Background: an optimization exercise with open tools, aiming at small area, a short achievable clock period and few clock cycles. Do not read the settings as production practice. The RTL was checked by simulation tests, not by an equivalence proof against the original design. Power figures rest on the tool's default switching activity, not on a simulated workload.

==> inputs of v22 <==
==> flow/design.v <==
package stp_pkg;
  localparam int REQ_W        = 3;
  localparam int VEL_W        = 24;
  localparam int VAL_W        = 32;
  localparam int POS_W        = 32;
  localparam int PERIOD_OUT_W = 24;
  localparam int SPR_W  = 16;
  localparam int MINP_W = 16;
  localparam int PW_W   = 8;
  localparam logic [SPR_W-1:0]  SPR_RST  = 16'd200;
  localparam logic [MINP_W-1:0] MINP_RST = 16'd100;
  localparam logic [PW_W-1:0]   PW_RST   = 8'd2;
  localparam int CFG_DATA_W = 32;
  localparam int CFG_ADDR_W = 4;
  localparam int REG_IDX_W  = 2;
  localparam logic [REG_IDX_W-1:0] REG_SPR  = 2'd0;
  localparam logic [REG_IDX_W-1:0] REG_MINP = 2'd1;
  localparam logic [REG_IDX_W-1:0] REG_PW   = 2'd2;
  localparam int PERIOD_BITS_DEF = 24;
  localparam int DEN_W           = SPR_W + VEL_W;
  localparam int DVS_W           = DEN_W + 1;
  localparam logic [DEN_W-1:0] TWO_TICKS_Q16 = 40'd131072000000;
  localparam int ENTRY_W     = 3 + 1 + VEL_W + VAL_W;
  localparam int QUEUE_DEPTH = 2;
  localparam logic [REQ_W-1:0] REQ_TICK    = 3'd0;
  localparam logic [REQ_W-1:0] REQ_VEL     = 3'd1;
  localparam logic [REQ_W-1:0] REQ_MOVE_AB = 3'd2;
  localparam logic [REQ_W-1:0] REQ_MOVE_RL = 3'd3;
  localparam logic [REQ_W-1:0] REQ_ENABLE  = 3'd4;
  localparam logic [REQ_W-1:0] REQ_DISABLE = 3'd5;
  typedef logic [2:0] cmd_t;
  localparam cmd_t CMD_NOP      = 3'd0;
  localparam cmd_t CMD_TICK     = 3'd1;
  localparam cmd_t CMD_RUN      = 3'd2;
  localparam cmd_t CMD_HALT     = 3'd3;
  localparam cmd_t CMD_MOVE_ABS = 3'd4;
  localparam cmd_t CMD_MOVE_REL = 3'd5;
  localparam cmd_t CMD_ENABLE   = 3'd6;
  localparam cmd_t CMD_DISABLE  = 3'd7;
  typedef struct packed {
    cmd_t             cmd;
    logic             fwd;
    logic [VEL_W-1:0] mag;
    logic [VAL_W-1:0] value;
  } q_entry_t;
  typedef struct packed {
    logic [SPR_W-1:0]  spr;
    logic [MINP_W-1:0] min_period;
    logic [PW_W-1:0]   pulse_width;
  } cfg_t;
endpackage
module stepper_step_pulse_generator #(
  parameter int PERIOD_BITS = 24
) (
  input  logic        clk,
  input  logic        rst_n,
  input  logic        in_valid,
  output logic        in_ready,
  input  logic [2:0]  in_req_type,
  input  logic [23:0] in_velocity,
  input  logic [31:0] in_step_value,
  output logic        out_valid,
  input  logic        out_ready,
  output logic        out_step_level,
  output logic        out_dir_level,
  output logic        out_enable_n,
  output logic [31:0] out_position,
  output logic        out_is_moving,
  output logic [23:0] out_period_out,
  input  logic        psel,
  input  logic        penable,
  input  logic        pwrite,
  input  logic [3:0]  paddr,
  input  logic [31:0] pwdata,
  output logic [31:0] prdata,
  output logic        pready
);
  localparam logic [36:0] TWO_N = 37'h1E84800000;   
  localparam logic [36:0] K_RST = 37'd655360000;     
  logic [15:0] spr_r, minp_r;
  logic [7:0]  pw_r;
  logic        spr_wr, kst_r;
  logic [36:0] k_r;
  logic        kbusy_r;
  logic [23:0] r_r;
  logic [24:0] q_r;
  logic [5:0]  it_r;
  logic        frun_r, ffin_r, fdone_r, ovf_r, dbit_r;
  logic [31:0] pos_r, tgt_r;
  logic        seek_r, dir_r, moving_r, en_n_r, step_r;
  logic [23:0] period_r, rem_r;
  logic [7:0]  pulse_r;
  logic        out_valid_r;
  logic pready_r;
  assign pready = pready_r;
  assign spr_wr = psel && !penable && pwrite && (paddr[3:2] == 2'd0);
  always_ff @(posedge clk) begin
    if (!rst_n) begin
      spr_r  <= 16'd200;
      minp_r <= 16'd100;
      pw_r   <= 8'd2;
    end else begin
      if (spr_wr) spr_r <= pwdata[15:0];
      if (psel && penable && pwrite) begin
        case (paddr[3:2])
          2'd1: minp_r <= pwdata[15:0];
          2'd2: pw_r   <= pwdata[7:0];
          default: ;
        endcase
      end
    end
  end
  logic [2:0] rsel_r;
  always_ff @(posedge clk)
    if (psel && !penable)
      rsel_r <= {paddr[3:2] == 2'd2, paddr[3:2] == 2'd1, paddr[3:2] == 2'd0};
  assign prdata = {16'd0, ({16{rsel_r[0]}} & spr_r) | ({16{rsel_r[1]}} & minp_r)
                          | ({16{rsel_r[2]}} & {8'd0, pw_r})};
  logic [3:0]  a_r, b_r;        
  logic        sv_r, tld_r;     
  logic [2:0]  sc_r;            
  logic        srun_r;          
  logic        sfwd_r;          
  logic [23:0] sm_r;            
  logic [31:0] sval_r;
  logic in_tick, tick_in, cmd_in, accept, out_free, exec_tick, exec_cmd;
  logic vneg, vzero, run_in, s_move, s_rel, run_move, s_ready, f_start;
  logic tick_ok_r, azero_r, pend_r;
  logic [3:0] a_nx, b_nx;
  logic       sv_nx;
  assign in_tick   = (in_req_type == 3'd0);
  assign in_ready  = in_tick ? tick_ok_r : !sv_r;
  assign accept    = in_valid && in_ready;
  assign tick_in   = accept && in_tick;
  assign cmd_in    = accept && !in_tick;
  assign vneg      = in_velocity[23];
  assign vzero     = (in_velocity == 24'd0);
  assign s_move    = (sc_r[2:1] == 2'b01);
  assign s_rel     = sc_r[0];
  assign run_move  = s_move && srun_r;
  assign s_ready   = !srun_r || (fdone_r && (tld_r || !run_move));
  assign out_free  = !out_valid_r || out_ready;
  assign exec_tick = out_free && !azero_r;
  assign exec_cmd  = out_free && azero_r && sv_r && s_ready;
  assign run_in    = (in_req_type == 3'd1) ? !vzero
                   : (in_req_type[2:1] == 2'b01) ? (!vneg && !vzero) : 1'b0;
  always_comb begin
    if (exec_cmd) begin
      a_nx  = b_r + {3'd0, tick_in};
      b_nx  = '0;
      sv_nx = 1'b0;
    end else begin
      a_nx  = a_r - {3'd0, exec_tick} + {3'd0, tick_in && !sv_r};
      b_nx  = b_r + {3'd0, tick_in && sv_r};
      sv_nx = sv_r || cmd_in;
    end
  end
  logic go_nx;
  assign go_nx = (cmd_in ? run_in : pend_r) && !(kbusy_r && it_r != 6'd0) && !kst_r;
  always_ff @(posedge clk) begin
    if (!rst_n) begin
      a_r       <= '0;
      b_r       <= '0;
      sv_r      <= 1'b0;
      azero_r   <= 1'b1;
      tick_ok_r <= 1'b1;
      pend_r    <= 1'b0;
      f_start   <= 1'b0;
    end else begin
      a_r       <= a_nx;
      b_r       <= b_nx;
      sv_r      <= sv_nx;
      azero_r   <= (a_nx == 4'd0);
      tick_ok_r <= (a_r < 4'd14) && (b_r < 4'd14);
      pend_r    <= (cmd_in ? run_in : pend_r) && !go_nx;
      f_start   <= go_nx;
    end
  end
  always_ff @(posedge clk) begin
    if (cmd_in) begin
      sc_r   <= in_req_type;
      srun_r <= run_in;
      sfwd_r <= !vneg;
      sm_r   <= in_velocity ^ {24{!vneg}};
      sval_r <= in_step_value;
    end
  end
  logic [24:0] t_in, b_op;
  logic        cin, qbit, dbit_f, fast, ph_top, ph_mid;
  logic [5:0]  itk_nx;
  logic [25:0] diff;
  logic [5:0]  it_nx;
  assign dbit_f = ph_top ? k_r[24] : ph_mid ? k_r[23] : k_r[7];
  assign t_in   = f_start ? {1'b0, k_r[31:8]} : {r_r, kbusy_r ? dbit_r : dbit_f};
  assign b_op = kbusy_r ? {9'h1FF, ~spr_r} : {1'b1, sm_r};
  assign cin  = kbusy_r || sfwd_r;
  assign diff = {1'b0, t_in} + {b_op[24], b_op} + {25'd0, cin};
  assign qbit = !diff[25];
  assign fast = (k_r[36:32] == 5'd0) && !qbit;
  assign itk_nx = kst_r ? 6'd36 : it_r - 6'd1;
  always_comb begin
    if (kst_r)                           it_nx = 6'd36;
    else if (kbusy_r)                    it_nx = it_r - 6'd1;
    else if (f_start)                    it_nx = fast ? 6'd7 : 6'd24;
    else if (frun_r)                     it_nx = it_r - 6'd1;
    else                                 it_nx = it_r;
  end
  logic [24:0] q_rnd;
  logic [15:0] lo;
  logic        sat;
  logic [23:0] newp;
  assign q_rnd = {1'b0, q_r[24:1]} + {24'd0, q_r[0]};
  assign sat   = q_rnd[24] || ovf_r || (spr_r == 16'd0);
  assign lo    = (minp_r == 16'd0) ? 16'd1 : minp_r;
  assign newp  = sat ? 24'hFFFFFF : (q_rnd[23:0] < {8'd0, lo}) ? {8'd0, lo} : q_rnd[23:0];
  always_ff @(posedge clk) begin
    if (!rst_n) begin
      kbusy_r <= 1'b0;
      frun_r  <= 1'b0;
      ffin_r  <= 1'b0;
      fdone_r <= 1'b0;
      k_r     <= K_RST;
      pready_r <= 1'b1;
      kst_r    <= 1'b0;
    end else begin
      kst_r    <= spr_wr;
      pready_r <= !(spr_wr || kst_r || (kbusy_r && it_r != 6'd0)) || (itk_nx == 6'd22)
                  || (itk_nx == 6'd6);
      dbit_r <= TWO_N[itk_nx];
      it_r   <= it_nx;
      ph_top <= (it_nx == 6'd24);
      ph_mid <= (it_nx >= 6'd8);
      if (kst_r) begin
        kbusy_r <= 1'b1;
        r_r     <= '0;
      end else if (kbusy_r) begin
        r_r  <= qbit ? diff[23:0] : t_in[23:0];
        k_r  <= {k_r[35:0], qbit};
        if (it_r == 6'd0) kbusy_r <= 1'b0;
      end else if (f_start) begin
        q_r    <= '0;
        ovf_r  <= 1'b0;
        r_r    <= fast ? t_in[23:0] : {12'd0, k_r[36:25]};
        frun_r <= 1'b1;
      end else if (frun_r) begin
        r_r    <= qbit ? diff[23:0] : t_in[23:0];
        q_r    <= {q_r[23:0], qbit};
        ovf_r  <= ovf_r | (qbit & diff[24]);
        frun_r <= (it_r != 6'd0);
        ffin_r <= (it_r == 6'd0);
        if (ph_top) ;
        else if (ph_mid) k_r[23:8]  <= {k_r[22:8], k_r[23]};
        else             k_r[7:0]   <= {k_r[6:0], k_r[7]};
      end else if (ffin_r) begin
        q_r[23:0] <= newp;
        ffin_r    <= 1'b0;
        fdone_r   <= 1'b1;
      end else if (exec_cmd) begin
        fdone_r <= 1'b0;
      end
    end
  end
  logic [31:0] sum, target;
  logic        ld_tgt, eq, gt;
  logic [7:0]  pulse_dec;
  assign ld_tgt    = sv_r && run_move && azero_r && !tld_r;
  assign sum       = pos_r + (!azero_r ? {{31{!dir_r}}, 1'b1} : tld_r ? ~tgt_r : sval_r)
                     + {31'd0, azero_r && tld_r};
  assign target    = s_rel ? sum : sval_r;
  assign eq        = (pos_r == tgt_r);
  assign gt        = sum[31] ^ ((pos_r[31] != tgt_r[31]) && (sum[31] != pos_r[31]));
  assign pulse_dec = pulse_r - 8'd1;
  always_ff @(posedge clk) begin
    if (!rst_n) begin
      pos_r       <= '0;
      tgt_r       <= '0;
      tld_r       <= 1'b0;
      seek_r      <= 1'b0;
      dir_r       <= 1'b0;
      moving_r    <= 1'b0;
      en_n_r      <= 1'b1;
      period_r    <= '0;
      pulse_r     <= '0;
      step_r      <= 1'b0;
      out_valid_r <= 1'b0;
    end else begin
      out_valid_r <= exec_tick || exec_cmd || (out_valid_r && !out_ready);
      if (ld_tgt) begin
        tgt_r <= target;
        tld_r <= 1'b1;
      end
      if (exec_tick) begin
        if (pulse_r != 8'd0) begin
          pulse_r <= pulse_dec;
          if (pulse_dec == 8'd0) step_r <= 1'b0;
        end
        if (moving_r) begin
          if (rem_r != 24'd1) begin
            rem_r <= rem_r - 24'd1;
          end else begin
            rem_r <= period_r;
            if (seek_r && eq) begin
              moving_r <= 1'b0;
              period_r <= '0;
            end else begin
              step_r  <= 1'b1;
              pulse_r <= (pw_r == 8'd0) ? 8'd1 : pw_r;
              pos_r   <= sum;
            end
          end
        end
      end
      if (exec_cmd) begin
        tld_r <= 1'b0;
        case (sc_r)
          3'd1, 3'd2, 3'd3: begin
            if (!srun_r || (run_move && eq)) begin
              moving_r <= 1'b0;
              period_r <= '0;
              tgt_r    <= pos_r;
              seek_r   <= 1'b1;
            end else begin
              seek_r   <= run_move;
              dir_r    <= run_move ? gt : sfwd_r;
              moving_r <= 1'b1;
              period_r <= q_r[23:0];
              if (q_r[23:0] != period_r) rem_r <= q_r[23:0];
            end
          end
          3'd4: en_n_r <= 1'b0;
          3'd5: begin
            moving_r <= 1'b0;
            period_r <= '0;
            en_n_r   <= 1'b1;
          end
          default: ;
        endcase
      end
    end
  end
  assign out_valid      = out_valid_r;
  assign out_step_level = step_r;
  assign out_dir_level  = dir_r;
  assign out_enable_n   = en_n_r;
  assign out_position   = pos_r;
  assign out_is_moving  = moving_r;
  assign out_period_out = period_r;
endmodule
==> flow/flow/run.sh <==
#!/bin/bash
# The standard layout (standard.sh), with the port buffers that buffer_ports
# inserts on every input and output made the platform's smallest buffer,
# sky130_fd_sc_hd__buf_1, instead of its default choice (clkdlybuf4s50_1).
# Timing repair still resizes any port buffer on a critical path.
set -euo pipefail
export BUFFER_PORTS_ARGS="-buffer_cell sky130_fd_sc_hd__buf_1"
bash standard.sh > standard.log 2>&1
==> flow/standard.sh <==
#!/bin/bash
# synth_recipe.tcl (not shown) runs the flow's synth.tcl, then flattens the netlist and writes it again
# the make line also repeats each setting of config.mk as NAME=value (left out here)
make -C /OpenROAD-flow-scripts/flow DESIGN_CONFIG=/design/flow/config.mk WORK_HOME=/design/flow/orfs CLKGATE_MAP_FILE= SYNTH_SCRIPT=/design/flow/synth_recipe.tcl "${@:-finish}"
==> flow/config.mk <==
export PLATFORM = sky130hd
export DESIGN_NAME = stepper_step_pulse_generator
export DESIGN_NICKNAME = stepper_step_pulse_generator
export VERILOG_FILES = /design/flow/design.v
export SDC_FILE = /design/flow/constraint.sdc
export NUM_CORES = 4
export LEC_CHECK = 0
export ABC_CLOCK_PERIOD_IN_PS = 3000
export CAP_MARGIN = 5
export CORE_MARGIN = 2
export CORE_UTILIZATION = 40
export CTS_CLUSTER_DIAMETER = 100
export CTS_CLUSTER_SIZE = 20
export SETUP_SLACK_MARGIN = 4.8
export SLEW_MARGIN = 5
==> flow/constraint.sdc <==
create_clock -name core_clock -period 9.0 [get_ports {clk}]
set_input_delay 1.8000 -clock core_clock [delete_from_list [all_inputs] [get_ports {clk}]]
set_output_delay 1.8000 -clock core_clock [all_outputs]
set_load 0.01 [all_outputs]
==> v36: changes against v22 <==
--- a/flow/design.v
+++ b/flow/design.v
@@ -318,5 +318,4 @@
               moving_r <= 1'b0;
               period_r <= '0;
-              tgt_r    <= pos_r;
               seek_r   <= 1'b1;
             end else begin
ABC_CLOCK_PERIOD_IN_PS = unset   (was 3000)
==> v33: changes against v22 <==
ABC_CLOCK_PERIOD_IN_PS = unset   (was 3000)
==> qor summary <==
item	v33	v22	v36
Area fraction in and, or, nand and nor cells after synthesis	0.1812	0.1812	0.1635
Startpoint of the worst-slack reg-to-reg timing path	q_r[1]	q_r[1]	q_r[0]
Layout fillers	5,218	5,218	5,004
Largest incremental delay on the critical path	0.22 ns	0.22 ns	0.20 ns
Routed met1 length	30,260 um	30,260 um	29,000 um
Post-synthesis share of cell area spent on xor and xnor gates	0.06413	0.06413	0.06798
Sequential cell area in the final layout	8373 sq um	8373 sq um	8374 sq um
Logic depth of the worst register-to-register path	16	16	17
Power dissipated in combinational cells	1.21 mW	1.21 mW	0.993 mW
Power Clock	1.04 mW	1.04 mW	1.02 mW
Run status	timing/DRC/antenna clean	timing/DRC/antenna clean	timing/DRC/antenna clean
Clock latency of the later-clocked register in the worst-skew pair	0.55 ns	0.55 ns	0.57 ns
Via count of the first global-routing pass	18,170	18,170	17,570
Global routing met3 resource utilization	0.02814	0.02814	0.02783
Layout multi-input combinational cell count	1,891	1,891	1,798
Fraction of area in clock buffers and inverters	0.02695	0.02695	0.02598
Testbench counts of v22, summed over its fixed seeds: cycles 21,559.
Testbench counts of v36, summed over its fixed seeds: cycles 21,559.
Testbench counts of v33, summed over its fixed seeds: cycles 21,559.

---

==> job 3189 <==
// stepper_step_pulse_generator: RTL as listed in full above, without the edits since
clock: 9.0 ns
lec_check: 0
cap_margin: 5
core_margin: 2
core_utilization: 40
cts_cluster_diameter: 80
cts_cluster_size: 16
setup_slack_margin: 4.8
slew_margin: 5
standard.sh (not shown) runs the stock make flow with config.mk's settings and CLKGATE_MAP_FILE= SYNTH_SCRIPT=/design/flow/synth_recipe.tcl, a recipe that flattens the netlist after the stock synthesis.
==> flow/flow/run.sh <==
#!/bin/bash
# The standard layout (standard.sh), with the port buffers that buffer_ports
# inserts on every input and output made the platform's smallest buffer,
# sky130_fd_sc_hd__buf_1, instead of its default choice (clkdlybuf4s50_1).
# Timing repair still resizes any port buffer on a critical path.
set -euo pipefail
export BUFFER_PORTS_ARGS="-buffer_cell sky130_fd_sc_hd__buf_1"
bash standard.sh > standard.log 2>&1
==> job 3238: changes against job 3189 <==
==> flow/design.v, changed modules only <==
module stepper_step_pulse_generator #(
  parameter int PERIOD_BITS = 24
) (
  input  logic        clk,
  input  logic        rst_n,
  input  logic        in_valid,
  output logic        in_ready,
  input  logic [2:0]  in_req_type,
  input  logic [23:0] in_velocity,
  input  logic [31:0] in_step_value,
  output logic        out_valid,
  input  logic        out_ready,
  output logic        out_step_level,
  output logic        out_dir_level,
  output logic        out_enable_n,
  output logic [31:0] out_position,
  output logic        out_is_moving,
  output logic [23:0] out_period_out,
  input  logic        psel,
  input  logic        penable,
  input  logic        pwrite,
  input  logic [3:0]  paddr,
  input  logic [31:0] pwdata,
  output logic [31:0] prdata,
  output logic        pready
);
  localparam logic [36:0] TWO_N = 37'h1E84800000;   
  localparam logic [36:0] K_RST = 37'd655360000;     
  logic [15:0] spr_r, minp_r;
  logic [7:0]  pw_r;
  logic        spr_wr;
  logic [36:0] k_r;
  logic        kbusy_r;
  logic [23:0] r_r;
  logic [24:0] q_r;
  logic [5:0]  it_r;
  logic        kfirst;
  logic        fslow_r, frun_r, ffin_r, fdone_r, ovf_r, dbit_r;
  logic [31:0] pos_r, tgt_r;
  logic        seek_r, dir_r, moving_r, en_n_r, step_r;
  logic [23:0] period_r, rem_r;
  logic [7:0]  pulse_r;
  logic        out_valid_r;
  assign pready = !kbusy_r || (it_r == 6'd21) || (it_r == 6'd5);
  assign spr_wr = psel && !penable && pwrite && (paddr[3:2] == 2'd0);
  always_ff @(posedge clk) begin
    if (!rst_n) begin
      spr_r  <= 16'd200;
      minp_r <= 16'd100;
      pw_r   <= 8'd2;
    end else begin
      if (spr_wr) spr_r <= pwdata[15:0];
      if (psel && penable && pwrite) begin
        case (paddr[3:2])
          2'd1: minp_r <= pwdata[15:0];
          2'd2: pw_r   <= pwdata[7:0];
          default: ;
        endcase
      end
    end
  end
  logic [1:0] rsel_r;
  always_ff @(posedge clk) if (psel && !penable) rsel_r <= paddr[3:2];
  always_comb begin
    case (rsel_r)
      2'd0:    prdata = {16'd0, spr_r};
      2'd1:    prdata = {16'd0, minp_r};
      2'd2:    prdata = {24'd0, pw_r};
      default: prdata = 32'd0;
    endcase
  end
  logic [5:0]  a_r, b_r;        
  logic        sv_r, tld_r;     
  logic [2:0]  sc_r;            
  logic        srun_r;          
  logic        sfwd_r;          
  logic [23:0] sm_r;            
  logic [31:0] sval_r;
  logic in_tick, tick_in, cmd_in, accept, out_free, exec_tick, exec_cmd;
  logic vneg, vzero, run_in, s_move, s_rel, run_move, s_ready, f_start;
  logic tick_ok_r, azero_r, pend_r;
  logic [5:0] a_nx, b_nx;
  logic       sv_nx;
  assign in_tick   = (in_req_type == 3'd0);
  assign in_ready  = in_tick ? tick_ok_r : !sv_r;
  assign accept    = in_valid && in_ready;
  assign tick_in   = accept && in_tick;
  assign cmd_in    = accept && !in_tick;
  assign vneg      = in_velocity[23];
  assign vzero     = (in_velocity == 24'd0);
  assign s_move    = (sc_r[2:1] == 2'b01);
  assign s_rel     = sc_r[0];
  assign run_move  = s_move && srun_r;
  assign s_ready   = !srun_r || (fdone_r && (tld_r || !run_move));
  assign out_free  = !out_valid_r || out_ready;
  assign exec_tick = out_free && !azero_r;
  assign exec_cmd  = out_free && azero_r && sv_r && s_ready;
  assign run_in    = (in_req_type == 3'd1) ? !vzero
                   : (in_req_type[2:1] == 2'b01) ? (!vneg && !vzero) : 1'b0;
  always_comb begin
    if (exec_cmd) begin
      a_nx  = b_r + {5'd0, tick_in};
      b_nx  = '0;
      sv_nx = 1'b0;
    end else begin
      a_nx  = a_r - {5'd0, exec_tick} + {5'd0, tick_in && !sv_r};
      b_nx  = b_r + {5'd0, tick_in && sv_r};
      sv_nx = sv_r || cmd_in;
    end
  end
  logic go_nx;
  assign go_nx = (cmd_in ? run_in : pend_r) && !(kbusy_r && it_r != 6'd0) && !spr_wr;
  always_ff @(posedge clk) begin
    if (!rst_n) begin
      a_r       <= '0;
      b_r       <= '0;
      sv_r      <= 1'b0;
      azero_r   <= 1'b1;
      tick_ok_r <= 1'b1;
      pend_r    <= 1'b0;
      f_start   <= 1'b0;
    end else begin
      a_r       <= a_nx;
      b_r       <= b_nx;
      sv_r      <= sv_nx;
      azero_r   <= (a_nx == 6'd0);
      tick_ok_r <= sv_nx ? (b_nx != 6'd63) : (a_nx != 6'd63);
      pend_r    <= (cmd_in ? run_in : pend_r) && !go_nx;
      f_start   <= go_nx;
    end
  end
  always_ff @(posedge clk) begin
    if (cmd_in) begin
      sc_r   <= in_req_type;
      srun_r <= run_in;
      sfwd_r <= !vneg;
      sm_r   <= in_velocity ^ {24{!vneg}};
      sval_r <= in_step_value;
    end
  end
  logic [24:0] t_in, b_op;
  logic        cin, qbit, dbit, fast;
  logic [25:0] diff;
  always_comb begin
    if (f_start)                          t_in = {1'b0, k_r[31:8]};         
    else if (fslow_r)                     t_in = {12'd0, k_r[36:24]};       
    else if (kfirst)                      t_in = 25'd1;                     
    else                                  t_in = {r_r, dbit_r};
  end
  logic [5:0] it_nx;
  assign dbit = kbusy_r ? TWO_N[it_nx] : k_r[it_nx];
  assign b_op = kbusy_r ? {9'h1FF, ~spr_r} : {1'b1, sm_r};
  assign cin  = kbusy_r || sfwd_r;
  assign diff = {1'b0, t_in} + {b_op[24], b_op} + {25'd0, cin};
  assign qbit = !diff[25];
  assign fast = (k_r[36:32] == 5'd0) && !qbit;
  always_comb begin
    if (spr_wr)                          it_nx = 6'd36;
    else if (kbusy_r)                    it_nx = it_r - 6'd1;
    else if (f_start)                    it_nx = 6'd7;
    else if (fslow_r)                    it_nx = 6'd23;
    else if (frun_r)                     it_nx = it_r - 6'd1;
    else                                 it_nx = it_r;
  end
  logic [24:0] q_rnd;
  logic [15:0] lo;
  logic        sat;
  logic [23:0] newp;
  assign q_rnd = {1'b0, q_r[24:1]} + {24'd0, q_r[0]};
  assign sat   = q_rnd[24] || ovf_r || (spr_r == 16'd0);
  assign lo    = (minp_r == 16'd0) ? 16'd1 : minp_r;
  assign newp  = sat ? 24'hFFFFFF : (q_rnd[23:0] < {8'd0, lo}) ? {8'd0, lo} : q_rnd[23:0];
  always_ff @(posedge clk) begin
    if (!rst_n) begin
      kbusy_r <= 1'b0;
      kfirst  <= 1'b0;
      fslow_r <= 1'b0;
      frun_r  <= 1'b0;
      ffin_r  <= 1'b0;
      fdone_r <= 1'b0;
      k_r     <= K_RST;
    end else begin
      dbit_r <= dbit;
      it_r   <= it_nx;
      if (spr_wr) begin
        kbusy_r <= 1'b1;
        kfirst  <= 1'b1;
      end else if (kbusy_r) begin
        kfirst <= 1'b0;
        r_r  <= qbit ? diff[23:0] : t_in[23:0];
        k_r  <= {k_r[35:0], qbit};
        if (it_r == 6'd0) kbusy_r <= 1'b0;
      end else if (f_start) begin
        q_r     <= '0;
        ovf_r   <= 1'b0;
        r_r     <= t_in[23:0];
        frun_r  <= fast;
        fslow_r <= !fast;
      end else if (fslow_r || frun_r) begin
        r_r     <= qbit ? diff[23:0] : t_in[23:0];
        q_r     <= {q_r[23:0], qbit};
        ovf_r   <= ovf_r | (qbit & diff[24]);
        fslow_r <= 1'b0;
        frun_r  <= fslow_r || (it_r != 6'd0);
        ffin_r  <= frun_r && (it_r == 6'd0);
      end else if (ffin_r) begin
        q_r[23:0] <= newp;
        ffin_r    <= 1'b0;
        fdone_r   <= 1'b1;
      end else if (exec_cmd) begin
        fdone_r <= 1'b0;
      end
    end
  end
  logic [31:0] sum, target;
  logic        ld_tgt, eq, gt;
  logic [7:0]  pulse_dec;
  assign ld_tgt    = sv_r && run_move && azero_r && !tld_r;
  assign sum       = pos_r + (azero_r ? sval_r : {{31{!dir_r}}, 1'b1});
  assign target    = s_rel ? sum : sval_r;
  assign eq        = (pos_r == tgt_r);
  assign gt        = $signed(tgt_r) > $signed(pos_r);
  assign pulse_dec = pulse_r - 8'd1;
  always_ff @(posedge clk) begin
    if (!rst_n) begin
      pos_r       <= '0;
      tgt_r       <= '0;
      tld_r       <= 1'b0;
      seek_r      <= 1'b0;
      dir_r       <= 1'b0;
      moving_r    <= 1'b0;
      en_n_r      <= 1'b1;
      period_r    <= '0;
      pulse_r     <= '0;
      step_r      <= 1'b0;
      out_valid_r <= 1'b0;
    end else begin
      out_valid_r <= exec_tick || exec_cmd || (out_valid_r && !out_ready);
      if (ld_tgt) begin
        tgt_r <= target;
        tld_r <= 1'b1;
      end
      if (exec_tick) begin
        if (pulse_r != 8'd0) begin
          pulse_r <= pulse_dec;
          if (pulse_dec == 8'd0) step_r <= 1'b0;
        end
        if (moving_r) begin
          if (rem_r != 24'd1) begin
            rem_r <= rem_r - 24'd1;
          end else begin
            rem_r <= period_r;
            if (seek_r && eq) begin
              moving_r <= 1'b0;
              period_r <= '0;
            end else begin
              step_r  <= 1'b1;
              pulse_r <= (pw_r == 8'd0) ? 8'd1 : pw_r;
              pos_r   <= sum;
            end
          end
        end
      end
      if (exec_cmd) begin
        tld_r <= 1'b0;
        case (sc_r)
          3'd1, 3'd2, 3'd3: begin
            if (!srun_r || (run_move && eq)) begin
              moving_r <= 1'b0;
              period_r <= '0;
              tgt_r    <= pos_r;
              seek_r   <= 1'b1;
            end else begin
              seek_r   <= run_move;
              dir_r    <= run_move ? gt : sfwd_r;
              moving_r <= 1'b1;
              period_r <= q_r[23:0];
              if (q_r[23:0] != period_r) rem_r <= q_r[23:0];
            end
          end
          3'd4: en_n_r <= 1'b0;
          3'd5: begin
            moving_r <= 1'b0;
            period_r <= '0;
            en_n_r   <= 1'b1;
          end
          default: ;
        endcase
      end
    end
  end
  assign out_valid      = out_valid_r;
  assign out_step_level = step_r;
  assign out_dir_level  = dir_r;
  assign out_enable_n   = en_n_r;
  assign out_position   = pos_r;
  assign out_is_moving  = moving_r;
  assign out_period_out = period_r;
endmodule
==> flow/run.sh (new file) <==
#!/bin/bash
# synth_recipe.tcl (not shown) runs the flow's synth.tcl, then flattens the netlist and writes it again
# the make line also repeats each setting of config.mk as NAME=value (left out here)
make -C /OpenROAD-flow-scripts/flow DESIGN_CONFIG=/design/flow/config.mk WORK_HOME=/design/flow/orfs CLKGATE_MAP_FILE= SYNTH_SCRIPT=/design/flow/synth_recipe.tcl finish
Settings changed: CAP_MARGIN 5 to 20, CTS_CLUSTER_DIAMETER 80 to unset, CTS_CLUSTER_SIZE 16 to unset, SETUP_SLACK_MARGIN 4.8 to 4.0, SLEW_MARGIN 5 to 20.
removed: flow/flow/run.sh
removed: flow/standard.sh
==> job 7934: changes against job 3189 <==
--- a/flow/design.v
+++ b/flow/design.v
@@ -317,7 +317,6 @@
             if (!srun_r || (run_move && eq)) begin
               moving_r <= 1'b0;
               period_r <= '0;
-              tgt_r    <= pos_r;
               seek_r   <= 1'b1;
             end else begin
               seek_r   <= run_move;
Settings changed: CTS_CLUSTER_DIAMETER 80 to 100, CTS_CLUSTER_SIZE 16 to 20, SETUP_SLACK_MARGIN 4.8 to 4.85.
==> job 2062: changes against job 3189 <==
==> flow/design.v, changed modules only <==
module stepper_step_pulse_generator #(
  parameter int PERIOD_BITS = 24
) (
  input  logic        clk,
  input  logic        rst_n,
  input  logic        in_valid,
  output logic        in_ready,
  input  logic [2:0]  in_req_type,
  input  logic [23:0] in_velocity,
  input  logic [31:0] in_step_value,
  output logic        out_valid,
  input  logic        out_ready,
  output logic        out_step_level,
  output logic        out_dir_level,
  output logic        out_enable_n,
  output logic [31:0] out_position,
  output logic        out_is_moving,
  output logic [23:0] out_period_out,
  input  logic        psel,
  input  logic        penable,
  input  logic        pwrite,
  input  logic [3:0]  paddr,
  input  logic [31:0] pwdata,
  output logic [31:0] prdata,
  output logic        pready
);
  localparam logic [36:0] TWO_N = 37'h1E84800000;   
  localparam logic [36:0] K_RST = 37'd655360000;     
  logic [15:0] spr_r, minp_r;
  logic [7:0]  pw_r;
  logic        spr_wr;
  logic [36:0] k_r;
  logic        kbusy_r;
  logic [23:0] r_r;
  logic [24:0] q_r;
  logic [5:0]  it_r;
  logic        frun_r, ffin_r, fdone_r, ovf_r, dbit_r;
  logic [31:0] pos_r, tgt_r;
  logic        seek_r, dir_r, moving_r, en_n_r, step_r;
  logic [23:0] period_r, rem_r;
  logic [7:0]  pulse_r;
  logic        out_valid_r;
  logic pready_r;
  assign pready = pready_r;
  assign spr_wr = psel && !penable && pwrite && (paddr[3:2] == 2'd0);
  always_ff @(posedge clk) begin
    if (!rst_n) begin
      spr_r  <= 16'd200;
      minp_r <= 16'd100;
      pw_r   <= 8'd2;
    end else begin
      if (spr_wr) spr_r <= pwdata[15:0];
      if (psel && penable && pwrite) begin
        case (paddr[3:2])
          2'd1: minp_r <= pwdata[15:0];
          2'd2: pw_r   <= pwdata[7:0];
          default: ;
        endcase
      end
    end
  end
  logic [2:0] rsel_r;
  always_ff @(posedge clk)
    if (psel && !penable)
      rsel_r <= {paddr[3:2] == 2'd2, paddr[3:2] == 2'd1, paddr[3:2] == 2'd0};
  assign prdata = {16'd0, ({16{rsel_r[0]}} & spr_r) | ({16{rsel_r[1]}} & minp_r)
                          | ({16{rsel_r[2]}} & {8'd0, pw_r})};
  logic [5:0]  a_r, b_r;        
  logic        sv_r, tld_r;     
  logic [2:0]  sc_r;            
  logic        srun_r;          
  logic        sfwd_r;          
  logic [23:0] sm_r;            
  logic [31:0] sval_r;
  logic in_tick, tick_in, cmd_in, accept, out_free, exec_tick, exec_cmd;
  logic vneg, vzero, run_in, s_move, s_rel, run_move, s_ready, f_start;
  logic tick_ok_r, azero_r, pend_r;
  logic [5:0] a_nx, b_nx;
  logic       sv_nx;
  assign in_tick   = (in_req_type == 3'd0);
  assign in_ready  = in_tick ? tick_ok_r : !sv_r;
  assign accept    = in_valid && in_ready;
  assign tick_in   = accept && in_tick;
  assign cmd_in    = accept && !in_tick;
  assign vneg      = in_velocity[23];
  assign vzero     = (in_velocity == 24'd0);
  assign s_move    = (sc_r[2:1] == 2'b01);
  assign s_rel     = sc_r[0];
  assign run_move  = s_move && srun_r;
  assign s_ready   = !srun_r || (fdone_r && (tld_r || !run_move));
  assign out_free  = !out_valid_r || out_ready;
  assign exec_tick = out_free && !azero_r;
  assign exec_cmd  = out_free && azero_r && sv_r && s_ready;
  assign run_in    = (in_req_type == 3'd1) ? !vzero
                   : (in_req_type[2:1] == 2'b01) ? (!vneg && !vzero) : 1'b0;
  always_comb begin
    if (exec_cmd) begin
      a_nx  = b_r + {5'd0, tick_in};
      b_nx  = '0;
      sv_nx = 1'b0;
    end else begin
      a_nx  = a_r - {5'd0, exec_tick} + {5'd0, tick_in && !sv_r};
      b_nx  = b_r + {5'd0, tick_in && sv_r};
      sv_nx = sv_r || cmd_in;
    end
  end
  logic go_nx;
  assign go_nx = (cmd_in ? run_in : pend_r) && !(kbusy_r && it_r != 6'd0) && !spr_wr;
  always_ff @(posedge clk) begin
    if (!rst_n) begin
      a_r       <= '0;
      b_r       <= '0;
      sv_r      <= 1'b0;
      azero_r   <= 1'b1;
      tick_ok_r <= 1'b1;
      pend_r    <= 1'b0;
      f_start   <= 1'b0;
    end else begin
      a_r       <= a_nx;
      b_r       <= b_nx;
      sv_r      <= sv_nx;
      azero_r   <= (a_nx == 6'd0);
      tick_ok_r <= (a_r < 6'd62) && (b_r < 6'd62);
      pend_r    <= (cmd_in ? run_in : pend_r) && !go_nx;
      f_start   <= go_nx;
    end
  end
  always_ff @(posedge clk) begin
    if (cmd_in) begin
      sc_r   <= in_req_type;
      srun_r <= run_in;
      sfwd_r <= !vneg;
      sm_r   <= in_velocity ^ {24{!vneg}};
      sval_r <= in_step_value;
    end
  end
  logic [24:0] t_in, b_op;
  logic        cin, qbit, dbit_f, fast, ph_top, ph_mid;
  logic [5:0]  itk_nx;
  logic [25:0] diff;
  logic [5:0]  it_nx;
  assign dbit_f = ph_top ? k_r[24] : ph_mid ? k_r[23] : k_r[7];
  assign t_in   = f_start ? {1'b0, k_r[31:8]} : {r_r, kbusy_r ? dbit_r : dbit_f};
  assign b_op = kbusy_r ? {9'h1FF, ~spr_r} : {1'b1, sm_r};
  assign cin  = kbusy_r || sfwd_r;
  assign diff = {1'b0, t_in} + {b_op[24], b_op} + {25'd0, cin};
  assign qbit = !diff[25];
  assign fast = (k_r[36:32] == 5'd0) && !qbit;
  assign itk_nx = spr_wr ? 6'd36 : it_r - 6'd1;
  always_comb begin
    if (spr_wr)                          it_nx = 6'd36;
    else if (kbusy_r)                    it_nx = it_r - 6'd1;
    else if (f_start)                    it_nx = fast ? 6'd7 : 6'd24;
    else if (frun_r)                     it_nx = it_r - 6'd1;
    else                                 it_nx = it_r;
  end
  logic [24:0] q_rnd;
  logic [15:0] lo;
  logic        sat;
  logic [23:0] newp;
  assign q_rnd = {1'b0, q_r[24:1]} + {24'd0, q_r[0]};
  assign sat   = q_rnd[24] || ovf_r || (spr_r == 16'd0);
  assign lo    = (minp_r == 16'd0) ? 16'd1 : minp_r;
  assign newp  = sat ? 24'hFFFFFF : (q_rnd[23:0] < {8'd0, lo}) ? {8'd0, lo} : q_rnd[23:0];
  always_ff @(posedge clk) begin
    if (!rst_n) begin
      kbusy_r <= 1'b0;
      frun_r  <= 1'b0;
      ffin_r  <= 1'b0;
      fdone_r <= 1'b0;
      k_r     <= K_RST;
      pready_r <= 1'b1;
    end else begin
      pready_r <= !(spr_wr || (kbusy_r && it_r != 6'd0)) || (itk_nx == 6'd21) || (itk_nx == 6'd5);
      dbit_r <= TWO_N[itk_nx];
      it_r   <= it_nx;
      ph_top <= (it_nx == 6'd24);
      ph_mid <= (it_nx >= 6'd8);
      if (spr_wr) begin
        kbusy_r <= 1'b1;
        r_r     <= '0;
      end else if (kbusy_r) begin
        r_r  <= qbit ? diff[23:0] : t_in[23:0];
        k_r  <= {k_r[35:0], qbit};
        if (it_r == 6'd0) kbusy_r <= 1'b0;
      end else if (f_start) begin
        q_r    <= '0;
        ovf_r  <= 1'b0;
        r_r    <= fast ? t_in[23:0] : {12'd0, k_r[36:25]};
        frun_r <= 1'b1;
      end else if (frun_r) begin
        r_r    <= qbit ? diff[23:0] : t_in[23:0];
        q_r    <= {q_r[23:0], qbit};
        ovf_r  <= ovf_r | (qbit & diff[24]);
        frun_r <= (it_r != 6'd0);
        ffin_r <= (it_r == 6'd0);
        if (ph_top) ;
        else if (ph_mid) k_r[23:8]  <= {k_r[22:8], k_r[23]};
        else             k_r[7:0]   <= {k_r[6:0], k_r[7]};
      end else if (ffin_r) begin
        q_r[23:0] <= newp;
        ffin_r    <= 1'b0;
        fdone_r   <= 1'b1;
      end else if (exec_cmd) begin
        fdone_r <= 1'b0;
      end
    end
  end
  logic [31:0] sum, target;
  logic        ld_tgt, eq, gt;
  logic [7:0]  pulse_dec;
  assign ld_tgt    = sv_r && run_move && azero_r && !tld_r;
  assign sum       = pos_r + (azero_r ? sval_r : {{31{!dir_r}}, 1'b1});
  assign target    = s_rel ? sum : sval_r;
  assign eq        = (pos_r == tgt_r);
  assign gt        = $signed(tgt_r) > $signed(pos_r);
  assign pulse_dec = pulse_r - 8'd1;
  always_ff @(posedge clk) begin
    if (!rst_n) begin
      pos_r       <= '0;
      tgt_r       <= '0;
      tld_r       <= 1'b0;
      seek_r      <= 1'b0;
      dir_r       <= 1'b0;
      moving_r    <= 1'b0;
      en_n_r      <= 1'b1;
      period_r    <= '0;
      pulse_r     <= '0;
      step_r      <= 1'b0;
      out_valid_r <= 1'b0;
    end else begin
      out_valid_r <= exec_tick || exec_cmd || (out_valid_r && !out_ready);
      if (ld_tgt) begin
        tgt_r <= target;
        tld_r <= 1'b1;
      end
      if (exec_tick) begin
        if (pulse_r != 8'd0) begin
          pulse_r <= pulse_dec;
          if (pulse_dec == 8'd0) step_r <= 1'b0;
        end
        if (moving_r) begin
          if (rem_r != 24'd1) begin
            rem_r <= rem_r - 24'd1;
          end else begin
            rem_r <= period_r;
            if (seek_r && eq) begin
              moving_r <= 1'b0;
              period_r <= '0;
            end else begin
              step_r  <= 1'b1;
              pulse_r <= (pw_r == 8'd0) ? 8'd1 : pw_r;
              pos_r   <= sum;
            end
          end
        end
      end
      if (exec_cmd) begin
        tld_r <= 1'b0;
        case (sc_r)
          3'd1, 3'd2, 3'd3: begin
            if (!srun_r || (run_move && eq)) begin
              moving_r <= 1'b0;
              period_r <= '0;
              tgt_r    <= pos_r;
              seek_r   <= 1'b1;
            end else begin
              seek_r   <= run_move;
              dir_r    <= run_move ? gt : sfwd_r;
              moving_r <= 1'b1;
              period_r <= q_r[23:0];
              if (q_r[23:0] != period_r) rem_r <= q_r[23:0];
            end
          end
          3'd4: en_n_r <= 1'b0;
          3'd5: begin
            moving_r <= 1'b0;
            period_r <= '0;
            en_n_r   <= 1'b1;
          end
          default: ;
        endcase
      end
    end
  end
  assign out_valid      = out_valid_r;
  assign out_step_level = step_r;
  assign out_dir_level  = dir_r;
  assign out_enable_n   = en_n_r;
  assign out_position   = pos_r;
  assign out_is_moving  = moving_r;
  assign out_period_out = period_r;
endmodule
==> flow/run.sh (new file) <==
#!/bin/bash
# synth_recipe.tcl (not shown) runs the flow's synth.tcl, then flattens the netlist and writes it again
# the make line also repeats each setting of config.mk as NAME=value (left out here)
make -C /OpenROAD-flow-scripts/flow DESIGN_CONFIG=/design/flow/config.mk WORK_HOME=/design/flow/orfs CLKGATE_MAP_FILE= SYNTH_SCRIPT=/design/flow/synth_recipe.tcl finish
Settings changed: CAP_MARGIN 5 to 20, CTS_CLUSTER_DIAMETER 80 to unset, CTS_CLUSTER_SIZE 16 to unset, SETUP_SLACK_MARGIN 4.8 to 4.5, SLEW_MARGIN 5 to 20.
removed: flow/flow/run.sh
removed: flow/standard.sh
==> notes.md <==
metric	job 2062	job 7934	job 3238	job 3189
Delay of the slowest cell on the worst path	0.21 ns	0.21 ns	0.49 ns	0.22 ns
Run status	timing/DRC/antenna clean	timing/DRC/antenna clean	timing/DRC/antenna clean	timing/DRC/antenna clean
Clock transition at the register clock pins on the worst setup and hold paths after CTS	0.05 ns	0.09 ns	0.06 ns	0.07 ns
Total of clock buffers placed in the layout	57	37	67	43
Worst hold margin	0.4671 ns	0.4630 ns	0.4656 ns	0.4695 ns
Combinational cell power	1.01 mW	1.01 mW	1.21 mW	1.21 mW
Pin count of the biggest net entering global routing	66	64	89	76
Origin of the critical flop-to-flop path	azero_r$_SDFF_PN1_	q_r[0]$_SDFFCE_PP0P_	q_r[0]$_SDFFCE_PP0P_	q_r[1]$_SDFFCE_PP0P_
Clock Latency Late Sink	0.59 ns	0.57 ns	0.57 ns	0.60 ns
Pre-Repair DR Iteration Count	6	7	5	9
Detailed route wirelength on metal2	30.85 mm	29.41 mm	31.61 mm	30.19 mm
Clock network fraction of design power	0.393	0.281	0.356	0.305
Syn avg cell area	8.741 um^2	8.787 um^2	8.389 um^2	8.604 um^2
Unrepaired setup endpoints after global routing	false	true	false	true
Mapped cell area	21940 um^2	21000 um^2	22350 um^2	21440 um^2
Initial antenna violation count	4	0	4	1
Area occupied by registers	8428 um^2	8374 um^2	8362 um^2	8374 um^2
Post-synthesis mux area share	0.04670	0.05607	0.04630	0.05474
Global-route wire length before repair	104.2 mm	99.26 mm	108.8 mm	104.1 mm
Power, Total	4.670 mW	3.913 mW	4.726 mW	4.344 mW
Testbench counts of job 3189, summed over its fixed seeds: cycles 21,559.
Testbench counts of job 3238, summed over its fixed seeds: cycles 21,557.
Testbench counts of job 7934, summed over its fixed seeds: cycles 21,559.
Testbench counts of job 2062, summed over its fixed seeds: cycles 21,557.

port drivers added, routing unchanged:
The flow's constraints put no driver on any port. The routed layouts listed below were extracted and timed again, unchanged, in two steps.
Step 1: set_driving_cell puts a clkbuf_16 on clk and a buf_2 on each other input, an assumption about the parent block.
Step 2, shift: input delay + t, output delay - t, t = (earliest + latest rising clock arrival at the registers) / 2. This alone moves slack from input paths to output paths.
a / b / c = no drivers / after step 1 / after step 2; a / b = the first two.
run	t (ns)	setup slack, ns	worst setup path at the end	clock arrival spread, ns	worst data-port slew with drivers (ns)
v22	0.603	4.740 / 4.702 / 4.375	input to register	0.028 / 0.028	0.06
v36	0.619	4.805 / 4.766 / 4.448	input to register	0.026 / 0.026	0.07
v33	0.603	4.740 / 4.702 / 4.375	input to register	0.028 / 0.028	0.06
job 3189	0.650	4.735 / 4.697 / 4.371	input to register	0.032 / 0.032	0.06
job 3238	0.622	4.170 / 4.144 / 3.743	input to register	0.021 / 0.022	0.09
job 7934	0.617	4.796 / 4.758 / 4.562	input to register	0.033 / 0.033	0.08
job 2062	0.625	4.587 / 4.564 / 4.143	input to register	0.035 / 0.035	0.16
After both steps every run listed still meets setup and hold. For job 2062, which loses most, drivers alone change the setup slack by -0.023 ns; drivers and shift together by -0.444 ns.
